This design comes from an exercise in tuning for small area, a short achievable clock period and few clock cycles on the open sky130 flow, not from production work.
RTL that was checked went through simulation tests only; none was proved equivalent to the original.
The RTL of runs 1 and 5 was laid out without a check of its function.
Power and IR drop assume default switching activity.

==> design.v <==
package dctq_rle_pkg;
  localparam int DW_DEFAULT = 9;
  function automatic logic [5:0] zz(input logic [5:0] i);
    case (i)
      6'd0 : zz = 6'd0;
      6'd1 : zz = 6'd1;
      6'd2 : zz = 6'd8;
      6'd3 : zz = 6'd16;
      6'd4 : zz = 6'd9;
      6'd5 : zz = 6'd2;
      6'd6 : zz = 6'd3;
      6'd7 : zz = 6'd10;
      6'd8 : zz = 6'd17;
      6'd9 : zz = 6'd24;
      6'd10: zz = 6'd32;
      6'd11: zz = 6'd25;
      6'd12: zz = 6'd18;
      6'd13: zz = 6'd11;
      6'd14: zz = 6'd4;
      6'd15: zz = 6'd5;
      6'd16: zz = 6'd12;
      6'd17: zz = 6'd19;
      6'd18: zz = 6'd26;
      6'd19: zz = 6'd33;
      6'd20: zz = 6'd40;
      6'd21: zz = 6'd48;
      6'd22: zz = 6'd41;
      6'd23: zz = 6'd34;
      6'd24: zz = 6'd27;
      6'd25: zz = 6'd20;
      6'd26: zz = 6'd13;
      6'd27: zz = 6'd6;
      6'd28: zz = 6'd7;
      6'd29: zz = 6'd14;
      6'd30: zz = 6'd21;
      6'd31: zz = 6'd28;
      6'd32: zz = 6'd35;
      6'd33: zz = 6'd42;
      6'd34: zz = 6'd49;
      6'd35: zz = 6'd56;
      6'd36: zz = 6'd57;
      6'd37: zz = 6'd50;
      6'd38: zz = 6'd43;
      6'd39: zz = 6'd36;
      6'd40: zz = 6'd29;
      6'd41: zz = 6'd22;
      6'd42: zz = 6'd15;
      6'd43: zz = 6'd23;
      6'd44: zz = 6'd30;
      6'd45: zz = 6'd37;
      6'd46: zz = 6'd44;
      6'd47: zz = 6'd51;
      6'd48: zz = 6'd58;
      6'd49: zz = 6'd59;
      6'd50: zz = 6'd52;
      6'd51: zz = 6'd45;
      6'd52: zz = 6'd38;
      6'd53: zz = 6'd31;
      6'd54: zz = 6'd39;
      6'd55: zz = 6'd46;
      6'd56: zz = 6'd53;
      6'd57: zz = 6'd60;
      6'd58: zz = 6'd61;
      6'd59: zz = 6'd54;
      6'd60: zz = 6'd47;
      6'd61: zz = 6'd55;
      6'd62: zz = 6'd62;
      6'd63: zz = 6'd63;
      default: zz = 6'd0;
    endcase
  endfunction
  function automatic logic [5:0] maxr(input logic [5:0] i);
    case (i)
      6'd0 : maxr = 6'd0;
      6'd1 : maxr = 6'd1;
      6'd2 : maxr = 6'd8;
      6'd3 : maxr = 6'd16;
      6'd4 : maxr = 6'd16;
      6'd5 : maxr = 6'd16;
      6'd6 : maxr = 6'd16;
      6'd7 : maxr = 6'd16;
      6'd8 : maxr = 6'd17;
      6'd9 : maxr = 6'd24;
      6'd10: maxr = 6'd32;
      6'd11: maxr = 6'd32;
      6'd12: maxr = 6'd32;
      6'd13: maxr = 6'd32;
      6'd14: maxr = 6'd32;
      6'd15: maxr = 6'd32;
      6'd16: maxr = 6'd32;
      6'd17: maxr = 6'd32;
      6'd18: maxr = 6'd32;
      6'd19: maxr = 6'd33;
      6'd20: maxr = 6'd40;
      6'd21: maxr = 6'd48;
      6'd22: maxr = 6'd48;
      6'd23: maxr = 6'd48;
      6'd24: maxr = 6'd48;
      6'd25: maxr = 6'd48;
      6'd26: maxr = 6'd48;
      6'd27: maxr = 6'd48;
      6'd28: maxr = 6'd48;
      6'd29: maxr = 6'd48;
      6'd30: maxr = 6'd48;
      6'd31: maxr = 6'd48;
      6'd32: maxr = 6'd48;
      6'd33: maxr = 6'd48;
      6'd34: maxr = 6'd49;
      6'd35: maxr = 6'd56;
      6'd36: maxr = 6'd57;
      6'd37: maxr = 6'd57;
      6'd38: maxr = 6'd57;
      6'd39: maxr = 6'd57;
      6'd40: maxr = 6'd57;
      6'd41: maxr = 6'd57;
      6'd42: maxr = 6'd57;
      6'd43: maxr = 6'd57;
      6'd44: maxr = 6'd57;
      6'd45: maxr = 6'd57;
      6'd46: maxr = 6'd57;
      6'd47: maxr = 6'd57;
      6'd48: maxr = 6'd58;
      6'd49: maxr = 6'd59;
      6'd50: maxr = 6'd59;
      6'd51: maxr = 6'd59;
      6'd52: maxr = 6'd59;
      6'd53: maxr = 6'd59;
      6'd54: maxr = 6'd59;
      6'd55: maxr = 6'd59;
      6'd56: maxr = 6'd59;
      6'd57: maxr = 6'd60;
      6'd58: maxr = 6'd61;
      6'd59: maxr = 6'd61;
      6'd60: maxr = 6'd61;
      6'd61: maxr = 6'd61;
      6'd62: maxr = 6'd62;
      6'd63: maxr = 6'd63;
      default: maxr = 6'd0;
    endcase
  endfunction
endpackage
module dctq_pingpong_ram #(
  parameter int DW = 9
) (
  input  logic          clk,
  input  logic          wr_en,
  input  logic          wr_bank,
  input  logic [5:0]    wr_addr,    
  input  logic [DW-1:0] wr_dat,
  input  logic [1:0]    clr,        
  output logic [63:0]   nz0,        
  output logic [63:0]   nz1,        
  input  logic [7:0]    rd_g0,      
  input  logic [7:0]    rd_g1,      
  input  logic [7:0]    rd_i,       
  input  logic          rd_load,    
  output logic [4*DW-1:0] rd_part    
);
  logic [DW-1:0] s0 [64];
  logic [DW-1:0] s1 [64];
  logic [DW-1:0] m0 [64];
  logic [DW-1:0] m1 [64];
  logic [63:0]   hit;
  for (genvar p = 0; p < 64; p++) begin : g_ent
    assign hit[p] = (wr_addr == dctq_rle_pkg::zz(6'(p)));
    always_ff @(posedge clk) begin
      s0[p] <= (s0[p] | {DW{clr[0]}}) & ~({DW{wr_en & hit[p] & ~wr_bank}} & wr_dat);
    end
    always_ff @(posedge clk) begin
      s1[p] <= (s1[p] | {DW{clr[1]}}) & ~({DW{wr_en & hit[p] & wr_bank}} & wr_dat);
    end
    assign m0[p]  = ~s0[p];
    assign m1[p]  = ~s1[p];
    assign nz0[p] = |m0[p];
    assign nz1[p] = |m1[p];
  end
  logic [DW-1:0] part [4];
  always_comb begin
    for (int q = 0; q < 4; q++) part[q] = '0;
    for (int j = 0; j < 8; j++) begin
      for (int i = 0; i < 8; i++) begin
        part[j/4]     = part[j/4]     | ({DW{rd_g0[j] & rd_i[i]}} & m0[8*j+i]);
        part[2 + j/4] = part[2 + j/4] | ({DW{rd_g1[j] & rd_i[i]}} & m1[8*j+i]);
      end
    end
  end
  always_ff @(posedge clk) begin
    if (rd_load) rd_part <= {part[3], part[2], part[1], part[0]};
  end
endmodule
module dctq_rle_encoder #(
  parameter int DW = dctq_rle_pkg::DW_DEFAULT
) (
  input  logic          clk,
  input  logic          reset_n,
  input  logic [DW-1:0] dctq,
  input  logic          dctq_valid,
  input  logic [5:0]    addr,
  output logic          hold,
  output logic          rle_valid,
  output logic [5:0]    rle_run,
  output logic [DW-1:0] rle_level,
  output logic          rle_last,
  input  logic          rle_ready,
  output logic          overrun
);
  logic          wb_q, wb_d;
  logic [5:0]    wcnt_q, wcnt_d;
  logic          inord_q, inord_d;    
  logic [1:0]    full_q, full_d, full_set, full_clr;
  logic          hold_q, hold_d;
  logic          overrun_q, overrun_d;
  logic          wr_en, wr_tok, wr_done;
  logic [1:0]    clr_q;               
  logic [1:0]    tok_q;               
  logic [6:0]    owe_q [2];           
  logic [6:0]    owe_d [2];
  logic          rb_q, rb_d;
  logic [7:0]    g0_q, g0_d;          
  logic [7:0]    g1_q, g1_d;          
  logic [2:0]    gb_q, gb_d;          
  logic [7:0]    rem_q, rem_d;        
  logic          sdone_q, sdone_d;    
  logic          eobw_q, eobw_d;      
  logic          kill_q, kill_d;      
  logic          adv_q;               
  logic [7:0]    a8_q, b8_q;          
  logic          gava_q, gavb_q;      
  logic [7:0]    a8_d, b8_d;
  logic          gava_d, gavb_d;
  logic          t_v_q, t_v_d;
  logic [7:0]    t_g0_q, t_g0_d;
  logic [7:0]    t_g1_q, t_g1_d;
  logic [7:0]    t_i_q, t_i_d;
  logic [5:0]    t_p_q, t_p_d;        
  logic          u_v_q, u_v_d;        
  logic [5:0]    u_p_q, u_p_d;
  logic [6:0]    st_q, st_d;          
  logic [63:0]   avail_q;             
  logic          rle_valid_q, rle_valid_d;
  logic [5:0]    rle_run_q, rle_run_d;
  logic [DW-1:0] rle_level_q, rle_level_d;
  logic          rle_last_q, rle_last_d;
  logic [63:0]   nz0, nz1, avail;
  logic [7:0]    c8, cand, first;
  logic [2:0]    fi;
  logic          found, gavail, more, adv;
  logic          out_free, u_load, u_move, t_load, eob_load, t_move, owed;
  logic [DW-1:0] coef;
  logic [4*DW-1:0] rd_part;
  dctq_pingpong_ram #(.DW(DW)) u_ram (
    .clk     (clk),
    .wr_en   (wr_en),
    .wr_bank (wb_q),
    .wr_addr (addr),
    .wr_dat  (dctq),
    .clr     (clr_q),
    .nz0     (nz0),
    .nz1     (nz1),
    .rd_g0   (t_g0_q),
    .rd_g1   (t_g1_q),
    .rd_i    (t_i_q),
    .rd_load (t_load),
    .rd_part (rd_part)
  );
  always_comb begin
    wr_en     = dctq_valid & ~hold_q;
    wr_tok    = wr_en & ((addr == 6'd0) | (|dctq));
    wr_done   = wr_en & (wcnt_q == 6'd63);
    wb_d      = wb_q;
    wcnt_d    = wcnt_q;
    inord_d   = inord_q;
    full_set  = 2'b00;
    overrun_d = overrun_q | (dctq_valid & hold_q);
    if (wr_en) begin
      if (wcnt_q == 6'd63) begin
        full_set[wb_q] = 1'b1;
        wb_d           = ~wb_q;
        wcnt_d         = 6'd0;
        inord_d        = 1'b1;
      end else begin
        wcnt_d  = wcnt_q + 6'd1;
        inord_d = inord_q & (addr == wcnt_q);
      end
    end
    full_d = (full_q | full_set) & ~full_clr;
    hold_d = full_d[wb_d];
  end
  always_comb begin
    for (int p = 0; p < 64; p++) begin
      avail[p] = full_q[rb_q] | (inord_q & (wcnt_q > dctq_rle_pkg::maxr(6'(p))));
    end
  end
  always_comb begin
    a8_d   = '0;
    b8_d   = '0;
    gava_d = 1'b0;
    gavb_d = 1'b0;
    for (int j = 0; j < 8; j++) begin
      for (int i = 0; i < 8; i++) begin
        a8_d[i] = a8_d[i] | (avail_q[8*j+i] & ((8*j+i == 0) ? (g0_q[j] | g1_q[j]) :
                                             ((g0_q[j] & nz0[8*j+i]) | (g1_q[j] & nz1[8*j+i]))));
        if (j < 7) b8_d[i] = b8_d[i] | (avail_q[8*j+8+i] &
                                        ((g0_q[j] & nz0[8*j+8+i]) | (g1_q[j] & nz1[8*j+8+i])));
      end
      gava_d = gava_d | ((g0_q[j] | g1_q[j]) & avail_q[8*j+7]);
      if (j < 7) gavb_d = gavb_d | ((g0_q[j] | g1_q[j]) & avail_q[8*j+15]);
    end
  end
  always_comb begin
    c8     = adv_q ? b8_q : a8_q;
    gavail = ~kill_q & (adv_q ? gavb_q : gava_q);
    cand   = c8 & rem_q & {8{~kill_q}};
    first  = cand & ~(cand - 8'd1);
    found  = |cand;
    more   = |(cand & ~first);
    adv    = gavail & ~more & ~sdone_q;
    fi     = '0;
    for (int i = 7; i >= 0; i--) if (cand[i]) fi = 3'(i);
  end
  always_comb begin
    coef     = rd_part[0 +: DW] | rd_part[DW +: DW] | rd_part[2*DW +: DW] | rd_part[3*DW +: DW];
    out_free = ~rle_valid_q | rle_ready;
    u_load   = u_v_q & out_free;
    u_move   = ~u_v_q | u_load;
    t_load   = t_v_q & u_move;
    owed     = (owe_q[rb_q] != 7'd0) | tok_q[rb_q];
    eob_load = out_free & ~t_v_q & ~u_v_q & ~eobw_q &
               ((full_q[rb_q] & (~owed | sdone_q)) |
                (~full_q[rb_q] & wr_done & ~wr_tok & ~owed));
    t_move   = ~t_v_q | t_load;
    rb_d        = rb_q;
    g0_d        = g0_q;
    g1_d        = g1_q;
    gb_d        = gb_q;
    rem_d       = rem_q;
    sdone_d     = sdone_q;
    eobw_d      = eobw_q;
    kill_d      = 1'b0;
    t_v_d       = t_v_q & ~t_load;
    t_g0_d      = t_g0_q;
    t_g1_d      = t_g1_q;
    t_i_d       = t_i_q;
    t_p_d       = t_p_q;
    u_v_d       = u_v_q & ~u_load;
    u_p_d       = u_p_q;
    st_d        = st_q;
    full_clr    = 2'b00;
    rle_valid_d = rle_valid_q & ~rle_ready;
    rle_run_d   = rle_run_q;
    rle_level_d = rle_level_q;
    rle_last_d  = rle_last_q;
    for (int b = 0; b < 2; b++) begin
      owe_d[b] = owe_q[b];
      if (tok_q[b] && !(u_load && rb_q == 1'(b))) owe_d[b] = owe_q[b] + 7'd1;
      if (!tok_q[b] && u_load && rb_q == 1'(b))   owe_d[b] = owe_q[b] - 7'd1;
    end
    if (!eobw_q && t_move) begin
      if (found && !sdone_q) begin
        t_v_d  = 1'b1;
        t_g0_d = g0_q;
        t_g1_d = g1_q;
        t_i_d  = first;
        t_p_d  = {gb_q, fi};
        rem_d  = rem_q & ~first;
      end
      if (adv) begin
        g0_d  = {g0_q[6:0], 1'b0};
        g1_d  = {g1_q[6:0], 1'b0};
        gb_d  = gb_q + 3'd1;
        rem_d = 8'hFF;
        if (gb_q == 3'd7) sdone_d = 1'b1;
      end
    end
    if (t_load) begin
      u_v_d = 1'b1;
      u_p_d = t_p_q;
    end
    if (u_load) begin
      rle_valid_d = 1'b1;
      rle_run_d   = u_p_q - st_q[5:0];
      rle_level_d = coef;
      rle_last_d  = 1'b0;
      st_d        = {1'b0, u_p_q} + 7'd1;
    end else if (eob_load) begin
      rle_valid_d = 1'b1;
      rle_run_d   = 6'd0;
      rle_level_d = '0;
      rle_last_d  = 1'b1;
      eobw_d      = 1'b1;
    end
    if (eobw_q && rle_ready) begin
      full_clr[rb_q] = 1'b1;
      owe_d[rb_q]    = 7'd0;
      rb_d           = ~rb_q;
      g0_d           = {7'd0, rb_q};
      g1_d           = {7'd0, ~rb_q};
      gb_d           = 3'd0;
      rem_d          = 8'hFF;
      sdone_d        = 1'b0;
      st_d           = 7'd0;
      eobw_d         = 1'b0;
      kill_d         = 1'b1;
    end
  end
  always_ff @(posedge clk) begin
    if (!reset_n) begin
      wb_q        <= 1'b0;
      wcnt_q      <= 6'd0;
      inord_q     <= 1'b1;
      full_q      <= 2'b00;
      hold_q      <= 1'b0;
      overrun_q   <= 1'b0;
      tok_q       <= 2'b00;
      owe_q[0]    <= 7'd0;
      owe_q[1]    <= 7'd0;
      rb_q        <= 1'b0;
      g0_q        <= 8'd1;
      g1_q        <= 8'd0;
      gb_q        <= 3'd0;
      rem_q       <= 8'hFF;
      sdone_q     <= 1'b0;
      eobw_q      <= 1'b0;
      kill_q      <= 1'b1;
      t_v_q       <= 1'b0;
      t_g0_q      <= 8'd0;
      t_g1_q      <= 8'd0;
      t_i_q       <= 8'd0;
      t_p_q       <= 6'd0;
      u_v_q       <= 1'b0;
      u_p_q       <= 6'd0;
      st_q        <= 7'd0;
      rle_valid_q <= 1'b0;
      rle_run_q   <= 6'd0;
      rle_level_q <= '0;
      rle_last_q  <= 1'b0;
    end else begin
      wb_q        <= wb_d;
      wcnt_q      <= wcnt_d;
      inord_q     <= inord_d;
      full_q      <= full_d;
      hold_q      <= hold_d;
      overrun_q   <= overrun_d;
      tok_q       <= {wr_tok & wb_q, wr_tok & ~wb_q};
      owe_q[0]    <= owe_d[0];
      owe_q[1]    <= owe_d[1];
      rb_q        <= rb_d;
      g0_q        <= g0_d;
      g1_q        <= g1_d;
      gb_q        <= gb_d;
      rem_q       <= rem_d;
      sdone_q     <= sdone_d;
      eobw_q      <= eobw_d;
      kill_q      <= kill_d;
      t_v_q       <= t_v_d;
      t_g0_q      <= t_g0_d;
      t_g1_q      <= t_g1_d;
      t_i_q       <= t_i_d;
      t_p_q       <= t_p_d;
      u_v_q       <= u_v_d;
      u_p_q       <= u_p_d;
      st_q        <= st_d;
      rle_valid_q <= rle_valid_d;
      rle_run_q   <= rle_run_d;
      rle_level_q <= rle_level_d;
      rle_last_q  <= rle_last_d;
    end
  end
  always_ff @(posedge clk) begin
    clr_q <= {~reset_n | (eobw_q & rle_ready & rb_q), ~reset_n | (eobw_q & rle_ready & ~rb_q)};
  end
  always_ff @(posedge clk) begin
    a8_q   <= a8_d;
    b8_q   <= b8_d;
    gava_q <= gava_d;
    gavb_q <= gavb_d;
    adv_q  <= (gb_d != gb_q) & ~kill_d;
  end
  always_ff @(posedge clk) begin
    if (!reset_n || kill_d) avail_q <= '0;
    else                    avail_q <= avail;
  end
  assign hold      = hold_q;
  assign overrun   = overrun_q;
  assign rle_valid = rle_valid_q;
  assign rle_run   = rle_run_q;
  assign rle_level = rle_level_q;
  assign rle_last  = rle_last_q;
endmodule
==> run.sh <==
#!/bin/bash
# synth_recipe.tcl (not shown) runs the flow's synth.tcl, then flattens the netlist and writes it again
# the make line also repeats each setting of config.mk as NAME=value (left out here)
make -C /OpenROAD-flow-scripts/flow DESIGN_CONFIG=/design/flow/config.mk WORK_HOME=/design/flow/orfs CLKGATE_MAP_FILE= SYNTH_SCRIPT=/design/flow/synth_recipe.tcl finish
==> config.mk <==
export PLATFORM = sky130hd
export DESIGN_NAME = dctq_rle_encoder
export DESIGN_NICKNAME = dctq_rle_encoder
export VERILOG_FILES = /design/flow/design.v
export SDC_FILE = /design/flow/constraint.sdc
export NUM_CORES = 4
export LEC_CHECK = 0
export CAP_MARGIN = 20
export CORE_MARGIN = 2
export CORE_UTILIZATION = 30
export CTS_CLUSTER_DIAMETER = 80
export CTS_CLUSTER_SIZE = 30
export SETUP_SLACK_MARGIN = 3.1
export SLEW_MARGIN = 20
==> constraint.sdc <==
create_clock -name core_clock -period 5.5 [get_ports {clk}]
set_input_delay 1.1000 -clock core_clock [delete_from_list [all_inputs] [get_ports {clk}]]
set_output_delay 1.1000 -clock core_clock [all_outputs]
set_load 0.01 [all_outputs]
==> results of run 1 <==
power by group through the flow:
| stage | sequential [uW] | combinational (uW) | clock (uW) |
|---|---|---|---|
| 6_report | 9890 | 835 | 5980 |
| 5_1_grt | 9900 | 841 | 6320 |
| 4_1_cts | 9890 | 797 | 5990 |
| 3_5_place_dp | 10100 | 745 | 0 |
| 3_3_place_gp | 10100 | 740 | 0 |
| 2_1_floorplan | 10100 | 434 | 0 |
stage by stage:
| stage | cell area [sq um] | worst slack (ns) | utilization [%] | total power [uW] |
|---|---|---|---|---|
| after global routing | 60700 | 3.09 | 34.1 | 17100 |
| after floorplan | 54200 | 2.66 | - | 10500 |
| final | 60800 | 2.99 | 34.1 | 16700 |
| after CTS | 60400 | 2.95 | 33.9 | 16700 |
| after detailed placement | 56500 | 1.44 | 31.7 | 10900 |
| after global placement | 56500 | 1.49 | 31.7 | 10900 |
worst paths after layout:
kind | to | slack, ns | depth (start not counted)
max reg2reg | u_ram.rd_part[11] | 2.99 | 6
min reg2reg | rem_q[1] | 0.47 | 2
max | u_ram.rd_part[11] | 2.99 | 6
min | rem_q[1] | 0.47 | 2
synth_stat cells (7+ instances only):
library cell / instances / area (sq um)
nor2_1: 1472 / 5530
dfxtp_1: 1312 / 26300
a21oi_1: 1194 / 5980
o22ai_1: 520 / 3250
clkbuf_1: 431 / 1620
nand2_1: 363 / 1360
nand4_1: 231 / 1450
o21ai_0: 119 / 596
nand3_1: 118 / 591
a22o_1: 82 / 718
a22oi_1: 81 / 608
or3_1: 51 / 319
buf_1: 46 / 173
inv_1: 42 / 158
edfxtp_1: 36 / 1080
a222oi_1: 34 / 340
o31ai_1: 34 / 255
nor3_1: 33 / 165
a21boi_0: 31 / 233
o41ai_1: 29 / 254
o21bai_1: 27 / 203
and2_1: 26 / 163
o32ai_1: 25 / 219
xnor2_1: 20 / 175
nor4_1: 19 / 119
nor2b_1: 18 / 113
ha_1: 17 / 213
buf_2: 13 / 65.1
o31a_1: 12 / 105
xor2_1: 12 / 105
and3_1: 10 / 62.6
a211oi_1: 7 / 52.6
a21o_1: 7 / 52.6
a221oi_1: 7 / 61.3
a31oi_1: 7 / 43.8
clkinv_1: 7 / 26.3
o2111ai_1: 7 / 61.3
or2_2: 7 / 43.8
critical path, stage by stage, from the launching register on:
cell     delay [ns]
dfxtp_2        0.48
inv_16         0.21
buf_12         0.15
buf_4          0.20
o22ai_1        0.11
o31ai_1        0.56
nand4_1        0.42
state kept, by name, indices dropped and copies added (netlist names), 6 cells and up:
name           count
wcnt_q             6
rle_level_q        9
u_ram.s0         576
g1_q               8
u_p_q              6
u_ram.rd_part     36
rem_q              8
t_g1_q             8
owe_q             14
avail_q           19
t_g0_q             8
rle_run_q          6
a8_q               8
g0_q               8
u_ram.s1         576
t_i_q              8
t_p_q              6
st_q               6
b8_q               8
cell type report:
| cell class | instances | area (sq um) | area share, % |
|---|---|---|---|
| clock buffers | 71 | 1640 | 2.69 |
| well taps | 2355 | 2950 | 4.85 |
| repair buffers | 191 | 2220 | 3.65 |
| flip-flops and latches | 1348 | 27400 | 45.1 |
| diodes | 7 | 17.5 | 0.0288 |
| repair inverters | 18 | 153 | 0.251 |
| clock inverters | 33 | 448 | 0.737 |
| inverters | 50 | 350 | 0.577 |
| multi-input cells | 4698 | 25600 | 42.1 |
cell families after synthesis:
logic type | after synthesis | synth area share (%)
simple gates | 2375 | 18.9
buf+inv | 549 | 3.97
xor+xnor | 32 | 0.523
mux | 11 | 0.217
flops | 1348 | 51.0
fa+ha+maj | 21 | 0.490
compound gates | 2255 | 24.9
what timing repair did:
action / CTS / global route
endpoints found under the hold margin: 0 / 0
cloned: 28 / 3
pin swaps: 22 / 9
endpoints found under the setup margin: 1310 / 582
resized for setup: 393 / 39
buffers inserted: 35 / 12
metal layers:
metal  wire (um)  vias to the layer above  track usage (%)
met5          27                        -                0
met1       97400                    26000             35.1
met3       31000                      796             5.79
met2      104000                     3831             38.0
li1            -                    23200                -
met4       16400                        4             14.5
==> results.txt, run 1 <==
- Outcome: no timing/DRC/antenna violations
- Rel. slew slack: 23.5%
- R2r startpoint: t_i_q[4]
- Nets: 6405
- Layout Cells excl Fill: 8771
- CTS tree: built
- Fillers: 18.5k
- Fin crit share: 45.6%
- Max Root-Sink Buffers: 3
- Netlist cell types: 71
- Max Freq: 399 MHz
- Main flop type after synthesis: dfxtp_1
- Root Driver: clkbuf_16
- Startpoint Class: register
- Warnings, synthesis: 9
- GRT overflow: 0
- H-tree levels: 2
- RSZ-0062 raised after global routing: yes
- Antenna violations before repair: 7
- Placeable Area: 178000 sq um
- Starting DRC count in detailed routing: 9844
- Detailed Place HPWL: 154000 um
- # IOs: 38
- Largest net degree at the start of global routing: 193
- Syn nets: 6628
- Flops & latches, synth: 1348
- Vias after detailed routing: 53.9k
- Final setup fails: 0
- Hold Crit Class: register to register
- Crit Path Max Fanout: 10
- Worst setup path startpoint: t_i_q[4]
- Leakage: 0.0222 uW
- Average wire per standard cell: 28.3 um
- Clock power share: 35.8%
- Clock sinks: 1348
- Area Growth Syn to Fin: 13.4%
- Most common cell after layout, fill and taps aside: nor2_1
- WP data required: 5.90 ns
- Worst hold path startpoint: rem_q[1]
- Max-cap violation count: 0
- CTS clk-pin slew, worst paths: 0.12 ns
- Most frequent cells in the layout: 1346 x nor2_1, 1279 x dfxtp_1, 1194 x a21oi_1
- Vias in the first global route: 48.2k
- Global-route wire length before repair: 350000 um
- Arr. time, crit path: 2.91 ns
- Sw Pwr: 4330 uW
- Die footprint: 182000 sq um
- Final min period: 2.51 ns
- Fin. Hold Viols: 0
- Setup TNS: 0 ns
- Antenna-violating nets left: 0
- Int Pwr: 12400 uW
- Layout cells sized above 1: 9.08%
- Placed cells: 8582
- P per Cell Area: 275 nW/um^2
- # DRC: 0
- Max rail drop VDD: 302 uV
- EDFF count, synth: 36
- Drt via density: 6.14
- Worst clock skew: 0.0311 ns
- Hold buffer count at CTS: 0
- Setup CP Type: register to register
- GPL Wtd Cong: 0.997
- Comb power frac: 5.0%
- First-pass iteration count of the detailed router: 9
- I/O Buffers: 37
- Mapped Cells: 6591
- Total CTS buffers: 61
- Clock latency at the later pin of the worst-skew pair: 0.75 ns
- Async SR Flop Fraction: 0%
- Rows: 155
- Seq/Total Area, Yosys: 51.0%
- Worst-Margin Slew: 1.15 ns
- Die extent in x: 427 um
- Slew Viols, Final: 0
- Sw frac: 25.9%
- Cell Area, Synth: 53600 sq um
- CP Capture Type: register
- Post-Route WL: 249000 um
- Avg Cell Area, Syn: 8.13 sq um
- Gr usage total: 25.9%
- Die height: 427 um
- Starting density of the core: 30.1%
- Final hold slack: 0.468 ns
- Sequential power share: 59.2%
==> inputs of run 2 (changes only) <==
--- a/design.v
+++ b/design.v
@@ -147,7 +147,6 @@
   input  logic          wr_bank,
   input  logic [5:0]    wr_addr,    
   input  logic [DW-1:0] wr_dat,
-  input  logic [1:0]    clr,        
   output logic [63:0]   nz0,        
   output logic [63:0]   nz1,        
   input  logic [7:0]    rd_g0,      
@@ -156,21 +155,17 @@
   input  logic          rd_load,    
   output logic [4*DW-1:0] rd_part    
 );
-  logic [DW-1:0] s0 [64];
-  logic [DW-1:0] s1 [64];
   logic [DW-1:0] m0 [64];
   logic [DW-1:0] m1 [64];
   logic [63:0]   hit;
   for (genvar p = 0; p < 64; p++) begin : g_ent
     assign hit[p] = (wr_addr == dctq_rle_pkg::zz(6'(p)));
     always_ff @(posedge clk) begin
-      s0[p] <= (s0[p] | {DW{clr[0]}}) & ~({DW{wr_en & hit[p] & ~wr_bank}} & wr_dat);
+      if (wr_en && hit[p] && !wr_bank) m0[p] <= wr_dat;
     end
     always_ff @(posedge clk) begin
-      s1[p] <= (s1[p] | {DW{clr[1]}}) & ~({DW{wr_en & hit[p] & wr_bank}} & wr_dat);
+      if (wr_en && hit[p] && wr_bank) m1[p] <= wr_dat;
     end
-    assign m0[p]  = ~s0[p];
-    assign m1[p]  = ~s1[p];
     assign nz0[p] = |m0[p];
     assign nz1[p] = |m1[p];
   end
@@ -211,7 +206,6 @@
   logic          hold_q, hold_d;
   logic          overrun_q, overrun_d;
   logic          wr_en, wr_tok, wr_done;
-  logic [1:0]    clr_q;               
   logic [1:0]    tok_q;               
   logic [6:0]    owe_q [2];           
   logic [6:0]    owe_d [2];
@@ -254,7 +248,6 @@
     .wr_bank (wb_q),
     .wr_addr (addr),
     .wr_dat  (dctq),
-    .clr     (clr_q),
     .nz0     (nz0),
     .nz1     (nz1),
     .rd_g0   (t_g0_q),
@@ -467,9 +460,6 @@
     end
   end
   always_ff @(posedge clk) begin
-    clr_q <= {~reset_n | (eobw_q & rle_ready & rb_q), ~reset_n | (eobw_q & rle_ready & ~rb_q)};
-  end
-  always_ff @(posedge clk) begin
     a8_q   <= a8_d;
     b8_q   <= b8_d;
     gava_q <= gava_d;
==> results.txt, run 2 <==
- Outcome: no timing/DRC/antenna violations
- Netlist cell types: 68
- Leakage: 0.0185 uW
- Worst setup path startpoint: t_i_q[1]
- Fin. Hold Viols: 0
- Avg Cell Area, Syn: 13.7 sq um
- Final instance area: 62200 sq um
- Starting DRC count in detailed routing: 7798
- Most frequent cells in the layout: 1188 x edfxtp_1, 362 x a22oi_1, 326 x nand3_1
- CP Capture Type: register
- Rel. slew slack: 33.0%
- Area after DPL: 58000 sq um
- Int Pwr: 13300 uW
- Nets: 4046
- Warnings, synthesis: 7
- Hold Crit Depth: 2
- Sw Pwr: 3810 uW
- Async SR Flop Fraction: 0%
- Die height: 430 um
- Hold Crit Endpoint: st_q[1]
- GRT overflow: 0
- Worst-Margin Slew: 1.00 ns
- Post-Route WL: 210000 um
- Sequential power share: 65.2%
- Post-place setup slack: 1.37 ns
- Max Freq: 401 MHz
- Startpoint Class: register
- H-tree levels: 2
- # IOs: 38
- Comb power frac: 3.6%
- # DRC: 0
- Max-cap violation count: 0
- Placeable Area: 181000 sq um
- Cell with the most instances after synthesis: edfxtp_1
- I/O Buffers: 37
- Max rail drop VDD: 274 uV
- P per Cell Area: 275 nW/um^2
- Global-route wire length before repair: 287000 um
- Hold Crit Class: register to register
- Slew Viols, Final: 0
- Cell Area, Synth: 54600 sq um
- Setup TNS: 0 ns
- Regs by FF count: u_ram.m0 x576, u_ram.m1 x576, u_ram.rd_part x36
- Detailed Place HPWL: 132000 um
- Fillers: 17.4k
- Top layer in use: met5
- R2R cell count: 4
- Yosys top cell area share: 65.4%
- Fin crit share: 45.3%
- Final hold slack: 0.462 ns
- GPL Wtd Cong: 0.973
- Syn nets: 4015
- Worst hold path startpoint: st_q[1]
- Clock sinks: 1346
- RSZ-0062 raised after global routing: yes
- Vias after detailed routing: 39.8k
- Root Driver: clkbuf_16
- Routed wl met3: 28000 um
- Main flop type after synthesis: edfxtp_1
- Die footprint: 185000 sq um
- Synth top cells by count: 1188 x edfxtp_1, 363 x a22oi_1, 330 x nand3_1, 314 x nor2_1, 229 x nand2_1
- Average wire per standard cell: 32.7 um
- Met2 WL: 91200 um
- First-pass iteration count of the detailed router: 10
- Largest net degree at the start of global routing: 106
- R2r endpoint: u_ram.rd_part[29]
- Final setup fails: 0
- EDFF count, synth: 1188
- Worst clock skew: 0.0380 ns
- DRT met1 WL: 78600 um
- Rows: 156
- Top post-synthesis cells by area: edfxtp_1 65%, dfxtp_1 5.8%, a22oi_1 5.0%
- Final worst setup slack: 3.01 ns
- Drt via density: 6.20
- Sw frac: 22.3%
- Clock latency at the later pin of the worst-skew pair: 0.74 ns
- Antenna violations before repair: 6
- R2R Setup Slk: 3.01 ns
- CTS tree: built
- Arr. time, crit path: 2.98 ns
- Max Root-Sink Buffers: 3
- Pwr Total: 17100 uW
- Final min period: 2.49 ns
- Hold buffer count at CTS: 0
- Flops & latches, synth: 1346
- Most common cell after layout, fill and taps aside: edfxtp_1
- Gr usage total: 21.4%
- Clock power share: 31.2%
- Area Growth Syn to Fin: 14.0%
- Vias in the first global route: 36.7k
- Antenna-violating nets left: 0
- Crit Path Max Fanout: 42
- Setup CP Type: register to register
- Total CTS buffers: 56
- Die extent in x: 430 um
- Starting density of the core: 30.2%
- CTS clk-pin slew, worst paths: 0.12 ns
- R2r startpoint: t_i_q[1]
- Cell accounting for the most synthesized area: edfxtp_1
- Seq/Total Area, Yosys: 71.2%
- Mapped Cells: 3978
- Layout cells sized above 1: 13.3%
- WP data required: 5.98 ns
-- run 2: cell types whose count changed after synthesis, sizes merged, moves of 107 or more --
cell | before | now
a21oi | 1195 | 92
a22o | 82 | 189
a22oi | 81 | 363
clkbuf | 431 | 182
dfxtp | 1312 | 158
edfxtp | 36 | 1188
nand2 | 363 | 229
nand3 | 118 | 330
nand4 | 231 | 39
nor2 | 1472 | 315
nor3 | 33 | 140
nor4 | 19 | 132
o22ai | 520 | 12
-- run 2: worst max-delay path by stage --
stage	end	slack, ns	cells past startpoint
floorplan	u_ram.m0[21][0]	2.77	6
global placement	u_ram.m0[59][3]	1.42	4
detailed placement	u_ram.m1[29][3]	1.37	5
CTS	u_ram.m1[15][5]	3.00	5
global route	g1_q[6]	3.02	9
finish	u_ram.rd_part[29]	3.01	4
-- run 2: power groups by stage --
stage                     clock network, uW  logic, uW  registers (uW)
after detailed placement                  0        519           11400
after global placement                    0        518           11400
after floorplan                           0        189           11400
final                                  5340        612           11200
after global routing                   5680        629           11200
after CTS                              5360        587           11200
-- run 2: worst max-delay path, cell delays in order, from the launching register on --
cell      delay [ns]
dfxtp_4         0.38
buf_16          0.18
a222oi_1        0.84
o21ai_0         0.18
or4_4           0.59
-- run 2: layout make-up --
| type | instances | area [sq um] | share of cell area [%] |
|---|---|---|---|
| Clock buffer | 77 | 1530 | 2.46 |
| Timing Repair Buffer | 215 | 2420 | 3.89 |
| Timing Repair inverter | 2 | 15.0 | 0.0241 |
| Tap cell | 2370 | 2970 | 4.77 |
| Clock inverter | 18 | 218 | 0.350 |
| Antenna cell | 2 | 5.00 | 0.00804 |
| Inverter | 42 | 165 | 0.265 |
| Sequential cell | 1346 | 38900 | 62.5 |
| Multi-Input combinational cell | 2346 | 16000 | 25.7 |
-- run 2: cells by family (layout without fill, tap and decap cells) --
kind of cell / count (synthesis) / in the layout / share of synthesized area (%)
flip-flops: 1346 / 1346 / 71.2
AND/OR/NAND/NOR: 1259 / 1270 / 11.0
AO/OA/AOI/OAI: 999 / 1000 / 14.2
buffers and inverters: 298 / 354 / 2.17
XOR/XNOR: 32 / 32 / 0.514
multiplexers: 25 / 25 / 0.461
adder cells (fa/ha/maj): 19 / 19 / 0.445
other: 0 / 2 / 0
-- run 2: repair_timing --
item / CTS / global route
gates resized for setup: 347 / 81
pin swaps: 40 / 29
gates cloned: 13 / 7
buffers inserted: 62 / 21
endpoints found under the setup margin: 1538 / 854
-- run 2: metal layers --
layer	up-vias	global-route usage, %
li1	16000	-
met1	20000	29.4
met2	3229	32.3
met3	507	4.46
met4	8	10.4
met5	-	0
-- run 2: per-stage QoR --
stage	utilization, %	std cells
finish	34.4	6418
global route	34.4	6416
CTS	34.1	6388
detailed placement	32.1	6218
global placement	32.1	6218
floorplan	-	3978
Testbench counts of run 2, summed over its fixed seeds: cycles 20,676.
==> inputs of run 3 (changes only) <==
--- a/design.v
+++ b/design.v
@@ -147,40 +147,52 @@
   input  logic          wr_bank,
   input  logic [5:0]    wr_addr,    
   input  logic [DW-1:0] wr_dat,
+  input  logic [1:0]    clr,        
   output logic [63:0]   nz0,        
   output logic [63:0]   nz1,        
   input  logic [7:0]    rd_g0,      
   input  logic [7:0]    rd_g1,      
   input  logic [7:0]    rd_i,       
-  input  logic          rd_load,    
   output logic [4*DW-1:0] rd_part    
 );
+  logic [DW-1:0] s0 [64];
+  logic [DW-1:0] s1 [64];
   logic [DW-1:0] m0 [64];
   logic [DW-1:0] m1 [64];
   logic [63:0]   hit;
   for (genvar p = 0; p < 64; p++) begin : g_ent
     assign hit[p] = (wr_addr == dctq_rle_pkg::zz(6'(p)));
     always_ff @(posedge clk) begin
-      if (wr_en && hit[p] && !wr_bank) m0[p] <= wr_dat;
+      s0[p] <= (s0[p] | {DW{clr[0]}}) & ~({DW{wr_en & hit[p] & ~wr_bank}} & wr_dat);
     end
     always_ff @(posedge clk) begin
-      if (wr_en && hit[p] && wr_bank) m1[p] <= wr_dat;
+      s1[p] <= (s1[p] | {DW{clr[1]}}) & ~({DW{wr_en & hit[p] & wr_bank}} & wr_dat);
     end
+    assign m0[p]  = ~s0[p];
+    assign m1[p]  = ~s1[p];
     assign nz0[p] = |m0[p];
     assign nz1[p] = |m1[p];
   end
+  logic [DW-1:0] gw0 [8];
+  logic [DW-1:0] gw1 [8];
   logic [DW-1:0] part [4];
   always_comb begin
-    for (int q = 0; q < 4; q++) part[q] = '0;
     for (int j = 0; j < 8; j++) begin
+      gw0[j] = '0;
+      gw1[j] = '0;
       for (int i = 0; i < 8; i++) begin
-        part[j/4]     = part[j/4]     | ({DW{rd_g0[j] & rd_i[i]}} & m0[8*j+i]);
-        part[2 + j/4] = part[2 + j/4] | ({DW{rd_g1[j] & rd_i[i]}} & m1[8*j+i]);
+        gw0[j] = gw0[j] | ({DW{rd_i[i]}} & m0[8*j+i]);
+        gw1[j] = gw1[j] | ({DW{rd_i[i]}} & m1[8*j+i]);
       end
     end
+    for (int q = 0; q < 4; q++) part[q] = '0;
+    for (int j = 0; j < 8; j++) begin
+      part[j/4]     = part[j/4]     | ({DW{rd_g0[j]}} & gw0[j]);
+      part[2 + j/4] = part[2 + j/4] | ({DW{rd_g1[j]}} & gw1[j]);
+    end
   end
   always_ff @(posedge clk) begin
-    if (rd_load) rd_part <= {part[3], part[2], part[1], part[0]};
+    rd_part <= {part[3], part[2], part[1], part[0]};
   end
 endmodule
 module dctq_rle_encoder #(
@@ -206,6 +218,7 @@
   logic          hold_q, hold_d;
   logic          overrun_q, overrun_d;
   logic          wr_en, wr_tok, wr_done;
+  logic [1:0]    clr_q;               
   logic [1:0]    tok_q;               
   logic [6:0]    owe_q [2];           
   logic [6:0]    owe_d [2];
@@ -227,8 +240,7 @@
   logic [7:0]    t_g1_q, t_g1_d;
   logic [7:0]    t_i_q, t_i_d;
   logic [5:0]    t_p_q, t_p_d;        
-  logic          u_v_q, u_v_d;        
-  logic [5:0]    u_p_q, u_p_d;
+  logic          t_rd_q;              
   logic [6:0]    st_q, st_d;          
   logic [63:0]   avail_q;             
   logic          rle_valid_q, rle_valid_d;
@@ -239,7 +251,7 @@
   logic [7:0]    c8, cand, first;
   logic [2:0]    fi;
   logic          found, gavail, more, adv;
-  logic          out_free, u_load, u_move, t_load, eob_load, t_move, owed;
+  logic          out_free, t_load, eob_load, t_move, owed;
   logic [DW-1:0] coef;
   logic [4*DW-1:0] rd_part;
   dctq_pingpong_ram #(.DW(DW)) u_ram (
@@ -248,12 +260,12 @@
     .wr_bank (wb_q),
     .wr_addr (addr),
     .wr_dat  (dctq),
+    .clr     (clr_q),
     .nz0     (nz0),
     .nz1     (nz1),
     .rd_g0   (t_g0_q),
     .rd_g1   (t_g1_q),
     .rd_i    (t_i_q),
-    .rd_load (t_load),
     .rd_part (rd_part)
   );
   always_comb begin
@@ -314,11 +326,9 @@
   always_comb begin
     coef     = rd_part[0 +: DW] | rd_part[DW +: DW] | rd_part[2*DW +: DW] | rd_part[3*DW +: DW];
     out_free = ~rle_valid_q | rle_ready;
-    u_load   = u_v_q & out_free;
-    u_move   = ~u_v_q | u_load;
-    t_load   = t_v_q & u_move;
+    t_load   = t_v_q & t_rd_q & out_free;
     owed     = (owe_q[rb_q] != 7'd0) | tok_q[rb_q];
-    eob_load = out_free & ~t_v_q & ~u_v_q & ~eobw_q &
+    eob_load = out_free & ~t_v_q & ~eobw_q &
                ((full_q[rb_q] & (~owed | sdone_q)) |
                 (~full_q[rb_q] & wr_done & ~wr_tok & ~owed));
     t_move   = ~t_v_q | t_load;
@@ -335,8 +345,6 @@
     t_g1_d      = t_g1_q;
     t_i_d       = t_i_q;
     t_p_d       = t_p_q;
-    u_v_d       = u_v_q & ~u_load;
-    u_p_d       = u_p_q;
     st_d        = st_q;
     full_clr    = 2'b00;
     rle_valid_d = rle_valid_q & ~rle_ready;
@@ -345,8 +353,8 @@
     rle_last_d  = rle_last_q;
     for (int b = 0; b < 2; b++) begin
       owe_d[b] = owe_q[b];
-      if (tok_q[b] && !(u_load && rb_q == 1'(b))) owe_d[b] = owe_q[b] + 7'd1;
-      if (!tok_q[b] && u_load && rb_q == 1'(b))   owe_d[b] = owe_q[b] - 7'd1;
+      if (tok_q[b] && !(t_load && rb_q == 1'(b))) owe_d[b] = owe_q[b] + 7'd1;
+      if (!tok_q[b] && t_load && rb_q == 1'(b))   owe_d[b] = owe_q[b] - 7'd1;
     end
     if (!eobw_q && t_move) begin
       if (found && !sdone_q) begin
@@ -366,15 +374,11 @@
       end
     end
     if (t_load) begin
-      u_v_d = 1'b1;
-      u_p_d = t_p_q;
-    end
-    if (u_load) begin
       rle_valid_d = 1'b1;
-      rle_run_d   = u_p_q - st_q[5:0];
+      rle_run_d   = t_p_q - st_q[5:0];
       rle_level_d = coef;
       rle_last_d  = 1'b0;
-      st_d        = {1'b0, u_p_q} + 7'd1;
+      st_d        = {1'b0, t_p_q} + 7'd1;
     end else if (eob_load) begin
       rle_valid_d = 1'b1;
       rle_run_d   = 6'd0;
@@ -420,8 +424,6 @@
       t_g1_q      <= 8'd0;
       t_i_q       <= 8'd0;
       t_p_q       <= 6'd0;
-      u_v_q       <= 1'b0;
-      u_p_q       <= 6'd0;
       st_q        <= 7'd0;
       rle_valid_q <= 1'b0;
       rle_run_q   <= 6'd0;
@@ -450,8 +452,6 @@
       t_g1_q      <= t_g1_d;
       t_i_q       <= t_i_d;
       t_p_q       <= t_p_d;
-      u_v_q       <= u_v_d;
-      u_p_q       <= u_p_d;
       st_q        <= st_d;
       rle_valid_q <= rle_valid_d;
       rle_run_q   <= rle_run_d;
@@ -460,6 +460,13 @@
     end
   end
   always_ff @(posedge clk) begin
+    if (!reset_n) t_rd_q <= 1'b0;
+    else          t_rd_q <= t_v_q & ~t_load;
+  end
+  always_ff @(posedge clk) begin
+    clr_q <= {~reset_n | (eobw_q & rle_ready & rb_q), ~reset_n | (eobw_q & rle_ready & ~rb_q)};
+  end
+  always_ff @(posedge clk) begin
     a8_q   <= a8_d;
     b8_q   <= b8_d;
     gava_q <= gava_d;
--- a/config.mk
+++ b/config.mk
@@ -10,5 +10,5 @@
 export CORE_UTILIZATION = 30
 export CTS_CLUSTER_DIAMETER = 80
 export CTS_CLUSTER_SIZE = 30
-export SETUP_SLACK_MARGIN = 3.1
+export SETUP_SLACK_MARGIN = 2.9
 export SLEW_MARGIN = 20
==> results.txt, run 3 <==
- Outcome: no timing/DRC/antenna violations
- Hold buffer count at CTS: 0
- Top post-synthesis cells by area: dfxtp_1 52%, a21oi_1 12%, nor2_1 10%
- Die height: 420 um
- Avg Cell Area, Syn: 8.25 sq um
- # DRC: 0
- Largest net degree at the start of global routing: 244
- Die extent in x: 420 um
- Antenna-violating nets left: 0
- Main flop type after synthesis: dfxtp_1
- P per Cell Area: 277 nW/um^2
- I/O Buffers: 37
- Warnings, synthesis: 11
- Crit Path Max Fanout: 42
- Regs by FF count: u_ram.s0 x576, u_ram.s1 x576, u_ram.rd_part x36
- Flops & latches, synth: 1342
- Max Root-Sink Buffers: 3
- Detailed Place HPWL: 134000 um
- Nets: 6034
- Starting DRC count in detailed routing: 7670
- Hold Crit Depth: 2
- Mapped Cells: 6292
- Clock sinks: 1342
- Fin crit share: 48.6%
- Most frequent cells in the layout: 1326 x dfxtp_1, 1270 x nor2_1, 1217 x a21oi_1
- WP data required: 5.96 ns
- Setup CP Type: register to register
- CTS clk-pin slew, worst paths: 0.12 ns
- Average wire per standard cell: 25.0 um
- Starting density of the core: 30.2%
- Cell accounting for the most synthesized area: dfxtp_1
- Vias in the first global route: 44.7k
- Layout cells sized above 1: 8.00%
- Die footprint: 176000 sq um
- GPL Wtd Cong: 0.963
- Max rail drop VDD: 234 uV
- Area Growth Syn to Fin: 11.1%
- Fin. Hold Viols: 0
- # IOs: 38
- Rows: 152
- GRT overflow: 0
- Final setup fails: 0
- R2R cell count: 5
- Gr usage total: 22.3%
- CP Capture Type: register
- Fillers: 17.7k
- Clock latency at the later pin of the worst-skew pair: 0.73 ns
- Cell Area, Synth: 51900 sq um
- CTS tree: built
- Worst clock skew: 0.0379 ns
- RSZ-0062 raised after global routing: yes
- Post-Route WL: 208000 um
- Final min period: 2.67 ns
- Slew Viols, Final: 0
- Root Driver: clkbuf_16
- Syn nets: 6329
- Placeable Area: 172000 sq um
- Rel. slew slack: 18.7%
- Arr. time, crit path: 3.13 ns
- Synth top cells by count: 1397 x nor2_1, 1342 x dfxtp_1, 1218 x a21oi_1, 580 x o22ai_1, 442 x clkbuf_1
- Seq/Total Area, Yosys: 51.8%
- Global-route wire length before repair: 300000 um
- EDFF count, synth: 0
- Total CTS buffers: 56
- Worst-Margin Slew: 1.22 ns
- Cell with the most instances after synthesis: nor2_1
- Antenna violations before repair: 5
- Yosys top cell area share: 51.8%
- Startpoint Class: register
- Pwr Total: 16000 uW
- Max Freq: 374 MHz
- Leakage: 0.0211 uW
- Setup TNS: 0 ns
- Netlist cell types: 72
- Most common cell after layout, fill and taps aside: dfxtp_1
- Max-cap violation count: 0
- First-pass iteration count of the detailed router: 6
- Async SR Flop Fraction: 0%
- Vias after detailed routing: 49.7k
- Drt via density: 5.96
- Final Util: 33.6%
- H-tree levels: 2
- Hold Crit Class: register to register
run 3: layout make-up:
cell class	count	area, sq um	area share (%)
sequential	1342	26900	46.7
multi-input combinational	4433	24500	42.6
tap	2310	2890	5.01
clock buffer	63	1460	2.53
timing repair buffer	124	1250	2.17
clock inverter	22	302	0.523
inverter	35	238	0.412
timing repair inverter	5	42.5	0.0738
antenna	3	7.51	0.0130
run 3: what timing repair did:
item	4_1_cts	5_1_grt
setup endpoints to repair	1304	681
cloned	5	3
gates resized for setup	341	56
pin swaps	11	5
buffers inserted	16	2
run 3: power breakdown:
group / internal [uW] / switching (uW)
logic: 130 / 587
clock network: 2120 / 3310
registers: 9750 / 62.2
run 3: path summary, 6_finish.rpt:
check / from / end / slack [ns]
max: t_i_q[7] / u_ram.rd_part[15] / 2.83
min: rle_last_q / rle_last_q / 0.45
max reg2reg: t_i_q[7] / u_ram.rd_part[15] / 2.83
min reg2reg: rle_last_q / rle_last_q / 0.45
run 3: kinds of logic after synthesis:
logic type      share of synthesized area [%]
compound gates                           25.2
simple gates                             17.6
buf+inv                                  3.85
xor+xnor                                0.523
fa+ha+maj                               0.449
mux                                     0.567
flops                                    51.8
run 3: routing by layer:
| metal | track usage [%] | routed length, um |
|---|---|---|
| met3 | 3.45 | 21100 |
| met5 | 0 | 38 |
| met4 | 9.04 | 9580 |
| met2 | 34.3 | 92000 |
| met1 | 31.0 | 85800 |
run 3: through the flow:
step                      hold slack, ns  instances  worst slack, ns  instance area, sq um
after global routing               0.479       8334             2.88                 57600
after detailed placement           0.438       8223             1.17                 54000
after CTS                          0.453       8329             2.83                 57300
after floorplan                    0.425       6292             2.85                 51900
final                              0.451       8337             2.83                 57600
after global placement             0.432       8222             1.26                 54000
run 3: critical path: stages (launching register included):
cell	delay [ns]
dfxtp_1	0.36
inv_6	0.37
buf_4	0.45
o22ai_1	0.17
o41ai_1	0.52
nand4_1	0.48
Testbench counts of run 3, summed over its fixed seeds: cycles 20,688.
==> inputs of run 4 (changes only) <==
--- a/config.mk
+++ b/config.mk
@@ -10,5 +10,5 @@
 export CORE_UTILIZATION = 30
 export CTS_CLUSTER_DIAMETER = 80
 export CTS_CLUSTER_SIZE = 30
-export SETUP_SLACK_MARGIN = 2.9
+export SETUP_SLACK_MARGIN = 3.1
 export SLEW_MARGIN = 20
==> results.txt, run 4 <==
- Warnings, synthesis: 11
- CP Capture Type: register
- Slowest-stage cell, CP: o41ai_1
- Cell accounting for the most synthesized area: dfxtp_1
- Total CTS buffers: 57
- Rows: 152
- Die height: 420 um
- Global-route wire length before repair: 301000 um
- Synth top cells by count: 1397 x nor2_1, 1342 x dfxtp_1, 1218 x a21oi_1, 580 x o22ai_1, 442 x clkbuf_1
- Vias after detailed routing: 49.6k
- I/O Buffers: 37
- P per Cell Area: 275 nW/um^2
- Average wire per standard cell: 25.0 um
- Crit path cell chain: inv_4 -> clkbuf_8 -> o22ai_1 -> o41ai_1 -> nand4_1
- Pwr Total: 16100 uW
- Async SR Flop Fraction: 0%
- Starting DRC count in detailed routing: 7387
- Yosys top cell area share: 51.8%
- Gr usage total: 22.3%
- Worst clock skew: 0.0326 ns
- Setup TNS: 0 ns
- Hold Crit Depth: 2
- Antenna violations before repair: 8
- Final Util: 34.1%
- GPL Wtd Cong: 0.979
- Fin crit share: 45.6%
- Cell Area, Synth: 51900 sq um
- CTS tree: built
- Netlist cell types: 72
- Arr. time, crit path: 3.03 ns
- CTS clk-pin slew, worst paths: 0.12 ns
- RSZ-0062 raised after global routing: yes
- Post-Route WL: 209000 um
- Syn nets: 6329
- Vias in the first global route: 44.6k
- Final setup fails: 0
- Leakage: 0.0214 uW
- Max Freq: 398 MHz
- Fin. Hold Viols: 0
- First-pass iteration count of the detailed router: 9
- Regs by FF count: u_ram.s0 x576, u_ram.s1 x576, u_ram.rd_part x36
- Startpoint Class: register
- Outcome: no timing/DRC/antenna violations
- # IOs: 38
- Flops & latches, synth: 1342
- Clock sinks: 1342
- Seq/Total Area, Yosys: 51.8%
- Clock latency at the later pin of the worst-skew pair: 0.74 ns
- Slew Viols, Final: 0
- Main flop type after synthesis: dfxtp_1
- Max Root-Sink Buffers: 3
- Max rail drop VDD: 256 uV
- Final instance area: 58500 sq um
- Die extent in x: 420 um
- H-tree levels: 2
- Worst-Margin Slew: 1.24 ns
- Crit-path leading delay family: compound AO/OA/AOI/OAI gates
- Area Growth Syn to Fin: 12.7%
- Avg Cell Area, Syn: 8.25 sq um
- Detailed Place HPWL: 136000 um
- Layout cells sized above 1: 9.09%
- Largest net degree at the start of global routing: 253
- Instance count on the critical path: 5
- Hold Crit Class: register to register
- Nets: 6046
- Rel. slew slack: 17.3%
- Largest stage delay, worst path: 0.66 ns
- Max-cap violation count: 0
- Antenna-violating nets left: 0
- Most common cell after layout, fill and taps aside: dfxtp_1
- WP data required: 6.02 ns
- Crit Path Max Fanout: 49
- Placeable Area: 172000 sq um
- Top post-synthesis cells by area: dfxtp_1 52%, a21oi_1 12%, nor2_1 10%
- Drt via density: 5.93
- # DRC: 0
- Starting density of the core: 30.2%
- Mapped Cells: 6292
- Most frequent cells in the layout: 1315 x dfxtp_1, 1267 x nor2_1, 1216 x a21oi_1
- Root Driver: clkbuf_16
- GRT overflow: 0
- R2R cell count: 5
- Final min period: 2.51 ns
- Setup CP Type: register to register
- Cell with the most instances after synthesis: nor2_1
- EDFF count, synth: 0
- Die footprint: 176000 sq um
- CP Buf/Inv Count: 2
- Area after DPL: 54600 sq um
## run 4: changes by cell type in the layout (fill, tap and decap cells not counted), moves of 5 or more
cell           previous run  this run
clkbuf_2                  0         5
o41ai_2                  78        71
buf_12                   17        26
dfxtp_2                   5        14
nor2_2                   91        41
buf_6                     7        18
nor2_4                   39        92
mux2i_4                   1         7
dfxtp_1                1326      1315
o41ai_1                  65        58
o41ai_4                   3        17
nand2_1                 277       283
dlygate4sd2_1            22         2
buf_2                     0         7
## run 4: through the flow
step | hold WS, ns | setup slack, ns | instances
2_1_floorplan | 0.425 | 2.85 | 6292
3_3_place_gp | 0.435 | 1.34 | 8224
3_5_place_dp | 0.443 | 1.37 | 8224
4_1_cts | 0.452 | 3.05 | 8345
5_1_grt | 0.481 | 3.07 | 8351
6_report | 0.449 | 2.99 | 8354
## run 4: path summary, 6_finish.rpt
| kind | from | endpoint | slack, ns |
|---|---|---|---|
| min | rle_last_q | rle_last_q | 0.45 |
| max | t_i_q[0] | u_ram.rd_part[6] | 2.99 |
| min reg2reg | rle_last_q | rle_last_q | 0.45 |
| max reg2reg | t_i_q[0] | u_ram.rd_part[6] | 2.99 |
## run 4: cells by family after synthesis
| logic type | synth area share (%) |
|---|---|
| AO/OA/AOI/OAI | 25.2 |
| buffers and inverters | 3.85 |
| adder cells (fa/ha/maj) | 0.449 |
| XOR/XNOR | 0.523 |
| AND/OR/NAND/NOR | 17.6 |
| flip-flops | 51.8 |
| multiplexers | 0.567 |
## run 4: worst register-to-register path: stages, from the launching register on
cell and delay, ns:
dfxtp_1 0.35, inv_4 0.28, clkbuf_8 0.46, o22ai_1 0.17, o41ai_1 0.66, nand4_1 0.40
## run 4: report_power, final
group	switching (uW)	total, uW	internal (uW)
clock	3370	5520	2150
combinational	617	755	137
sequential	55.8	9800	9750
total	4050	16100	12000
## run 4: cell type report
class	instances	area (sq um)
diodes	3	7.51
clock buffers	64	1540
clock inverters	27	292
fillers	17700	113000
inverters	35	234
multi-input cells	4434	25100
flip-flops and latches	1342	26900
well taps	2310	2890
repair buffers	136	1440
repair inverters	3	25.0
## run 4: what timing repair did
action / CTS / global route
buffers inserted: 25 / 4
endpoints found under the setup margin: 1270 / 630
resized for setup: 374 / 63
pin swaps: 12 / 10
hold buffers: 0 / 0
cloned: 5 / 2
## run 4: layer usage
layer	share of wire (%)	track usage [%]	routed length [um]	vias to the layer above
li1	-	-	-	22100
met1	41	30.8	85600	24200
met2	44	34.4	91900	2736
met3	9.8	3.31	20500	447
met4	5.2	10.2	10800	10
met5	0.029	0	61	-
==> inputs of run 5 (changes only) <==
--- a/design.v
+++ b/design.v
@@ -173,22 +173,22 @@
     assign nz0[p] = |m0[p];
     assign nz1[p] = |m1[p];
   end
-  logic [DW-1:0] gw0 [8];
-  logic [DW-1:0] gw1 [8];
+  logic [DW-1:0] iw0 [8];
+  logic [DW-1:0] iw1 [8];
   logic [DW-1:0] part [4];
   always_comb begin
-    for (int j = 0; j < 8; j++) begin
-      gw0[j] = '0;
-      gw1[j] = '0;
-      for (int i = 0; i < 8; i++) begin
-        gw0[j] = gw0[j] | ({DW{rd_i[i]}} & m0[8*j+i]);
-        gw1[j] = gw1[j] | ({DW{rd_i[i]}} & m1[8*j+i]);
+    for (int i = 0; i < 8; i++) begin
+      iw0[i] = '0;
+      iw1[i] = '0;
+      for (int j = 0; j < 8; j++) begin
+        iw0[i] = iw0[i] | ({DW{rd_g0[j]}} & m0[8*j+i]);
+        iw1[i] = iw1[i] | ({DW{rd_g1[j]}} & m1[8*j+i]);
       end
     end
     for (int q = 0; q < 4; q++) part[q] = '0;
-    for (int j = 0; j < 8; j++) begin
-      part[j/4]     = part[j/4]     | ({DW{rd_g0[j]}} & gw0[j]);
-      part[2 + j/4] = part[2 + j/4] | ({DW{rd_g1[j]}} & gw1[j]);
+    for (int i = 0; i < 8; i++) begin
+      part[i/4]     = part[i/4]     | ({DW{rd_i[i]}} & iw0[i]);
+      part[2 + i/4] = part[2 + i/4] | ({DW{rd_i[i]}} & iw1[i]);
     end
   end
   always_ff @(posedge clk) begin
--- a/config.mk
+++ b/config.mk
@@ -10,5 +10,5 @@
 export CORE_UTILIZATION = 30
 export CTS_CLUSTER_DIAMETER = 80
 export CTS_CLUSTER_SIZE = 30
-export SETUP_SLACK_MARGIN = 3.1
+export SETUP_SLACK_MARGIN = 3.3
 export SLEW_MARGIN = 20
==> results.txt, run 5 <==
- Fin. Hold Viols: 0
- Netlist cell types: 67
- R2R Setup Slk: 2.92 ns
- Die footprint: 176000 sq um
- Slew Viols, Final: 0
- Warnings, synthesis: 11
- I/O Buffers: 37
- # DRC: 0
- Root Driver: clkbuf_16
- Outcome: no timing/DRC/antenna violations
- Die height: 420 um
- Largest net degree at the start of global routing: 230
- Nets: 6167
- Rows: 152
- Max Root-Sink Buffers: 3
- GPL Wtd Cong: 0.954
- Vias in the first global route: 46.6k
- Mapped Cells: 6277
- Main flop type after synthesis: dfxtp_1
- Top post-synthesis cells by area: dfxtp_1 52%, a21oi_1 11%, nor2_1 10%
- Max-cap violation count: 0
- Final setup fails: 0
- Global-route wire length before repair: 313000 um
- Most frequent cells in the layout: 1302 x dfxtp_1, 1267 x nor2_1, 1177 x a21oi_1
- H-tree levels: 2
- Starting DRC count in detailed routing: 8499
- CTS tree: built
- Total CTS buffers: 60
- Detailed Place HPWL: 133000 um
- Async SR Flop Fraction: 0%
- P per Cell Area: 265 nW/um^2
- Clock sinks: 1342
- Drt via density: 6.01
- Cell Area, Synth: 51900 sq um
- FF/Latch Area: 27000 sq um
- RSZ-0062 raised after global routing: yes
- Starting density of the core: 30.2%
- Hold Crit Class: register to register
- Area Growth Syn to Fin: 19.1%
- Max Freq: 384 MHz
- Fin crit share: 47.4%
- Final min period: 2.61 ns
- WP data required: 6.12 ns
- Startpoint Class: input port
- CTS clk-pin slew, worst paths: 0.11 ns
- Fillers: 17.2k
- Layout cells sized above 1: 12.9%
- Regs by FF count: u_ram.s0 x576, u_ram.s1 x576, u_ram.rd_part x36
- Average wire per standard cell: 25.4 um
- Syn nets: 6314
- Hold buffer count at CTS: 0
- Seq/Total Area, Yosys: 51.8%
- Crit Path Max Fanout: 15
- Arr. time, crit path: 3.23 ns
- Antenna violations before repair: 6
- Yosys top cell area share: 51.8%
- Antenna-violating nets left: 0
- Die extent in x: 420 um
- Placeable Area: 172000 sq um
- Clock latency at the later pin of the worst-skew pair: 0.75 ns
- Most common cell after layout, fill and taps aside: dfxtp_1
- Max rail drop VDD: 260 uV
- Final Util: 36.0%
- EDFF count, synth: 0
- Flops & latches, synth: 1342
- CP Capture Type: register
- Avg Cell Area, Syn: 8.26 sq um
- Setup TNS: 0 ns
- Worst-Margin Slew: 1.30 ns
- GRT overflow: 0
- Worst clock skew: 0.0340 ns
- Rel. slew slack: 13.3%
- Post-Route WL: 215000 um
- Vias after detailed routing: 51.0k
- # IOs: 38
- Cell with the most instances after synthesis: nor2_1
- Multi-input logic area: 26300 sq um
- First-pass iteration count of the detailed router: 12
- Cell accounting for the most synthesized area: dfxtp_1
- Leakage: 0.0229 uW
- Gr usage total: 23.2%
- Synth top cells by count: 1404 x nor2_1, 1342 x dfxtp_1, 1184 x a21oi_1, 577 x o22ai_1, 453 x clkbuf_1
- Setup CP Type: input port to register
run 5: cell count changes after synthesis, moves of 7 or more:
cell	delta
clkbuf_1	+11
a21boi_1	+15
buf_1	-19
nor2_1	+7
o2bb2ai_1	+12
a21boi_0	+13
inv_2	+8
a21oi_1	-34
nand2_1	-16
run 5: what timing repair did:
action                     in CTS  in global routing
setup endpoints to repair    1319                553
pin swaps                     121                 54
resized for setup             494                125
buffers inserted               87                 34
cloned                         46                  2
run 5: path summary, 6_finish.rpt:
path / start / endpoint / depth (start not counted)
max: dctq[5] / rle_level_q[1] / 9
min: st_q[1] / st_q[1] / 2
max reg2reg: rb_q / rle_level_q[1] / 8
min reg2reg: st_q[1] / st_q[1] / 2
run 5: area by class of cell:
class	instances	share of cell area, %
inverter	40	0.452
sequential	1342	43.7
timing repair inverter	3	0.0405
timing repair buffer	240	5.32
multi-input combinational	4443	42.6
antenna	3	0.0122
clock inverter	36	0.731
clock buffer	69	2.55
tap	2310	4.68
run 5: report_power, final:
part | internal [uW] | switching, uW
combinational | 191 | 627
clock | 2290 | 3490
sequential | 9740 | 52.5
run 5: through the flow:
step	instances	hold WS, ns	setup slack (ns)	instance area, sq um	total power [uW]
after floorplan	6277	0.431	2.58	53600	10500
after CTS	8445	0.470	2.88	60800	16400
after global placement	8207	0.443	1.36	55200	10700
final	8486	0.466	2.89	61800	16400
after detailed placement	8207	0.448	1.39	55200	10700
after global routing	8483	0.493	2.88	61800	16800
run 5: cells by family (layout without fill, tap and decap cells):
group / count (synthesis) / in the layout / share of synthesized area, %
AO/OA/AOI/OAI: 2195 / 2198 / 25.2
XOR/XNOR: 33 / 33 / 0.557
adder cells (fa/ha/maj): 20 / 20 / 0.487
buffers and inverters: 515 / 388 / 3.78
flip-flops: 1342 / 1342 / 51.8
multiplexers: 28 / 28 / 0.560
other: 0 / 3 / 0
AND/OR/NAND/NOR: 2144 / 2164 / 17.6
run 5: layer usage:
metal | part of all wire (%) | track usage [%] | vias up | wire (um)
met4 | 5.2 | 10.4 | 10 | 11300
met3 | 11 | 4.46 | 535 | 23400
met2 | 43 | 35.3 | 3015 | 93200
li1 | - | - | 22500 | -
met1 | 41 | 31.8 | 25000 | 87400
met5 | 0.029 | 0 | - | 62
run 5: worst max-delay path, stage by stage:
cell and delay (ns):
buf_4 0.19, or3_4 0.42, nor4_4 0.22, buf_6 0.19
o2111ai_4 0.16, a2111oi_4 0.48, nor2_4 0.15, buf_12 0.18
o2bb2ai_2 0.12

-- separate check: timing with driven ports --
The flow's constraints put no driver on any port. The routed layouts listed below were extracted and timed again, unchanged, in two steps.
Step 1, drivers: a clkbuf_16 drives clk and a buf_2 each remaining input, both assumed.
Step 2, shift: input delay + t, output delay - t, t = (earliest + latest rising clock arrival at the registers) / 2. This alone moves slack from input paths to output paths.
Slacks: ideal ports / drivers / drivers and shift; pairs: ideal ports / drivers.
run | t (ns) | setup slack, ns | hold WS [ns] | cell pins on the clock port's net
run 1 | 0.828 | 2.993 / 2.993 / 2.255 | 0.468 / 0.468 / 0.468 | 1
run 2 | 0.799 | 3.006 / 3.000 / 2.288 | 0.462 / 0.462 / 0.462 | 1
run 3 | 0.801 | 2.829 / 2.829 / 2.067 | 0.451 / 0.451 / 0.451 | 1
run 4 | 0.806 | 2.990 / 2.990 / 2.336 | 0.449 / 0.449 / 0.449 | 1
run 5 | 0.816 | 2.893 / 2.843 / 2.028 | 0.466 / 0.466 / 0.466 | 1
After both steps every run listed still meets setup and hold. For run 5, which loses most, drivers alone change the setup slack by -0.050 ns; drivers and shift together by -0.865 ns.
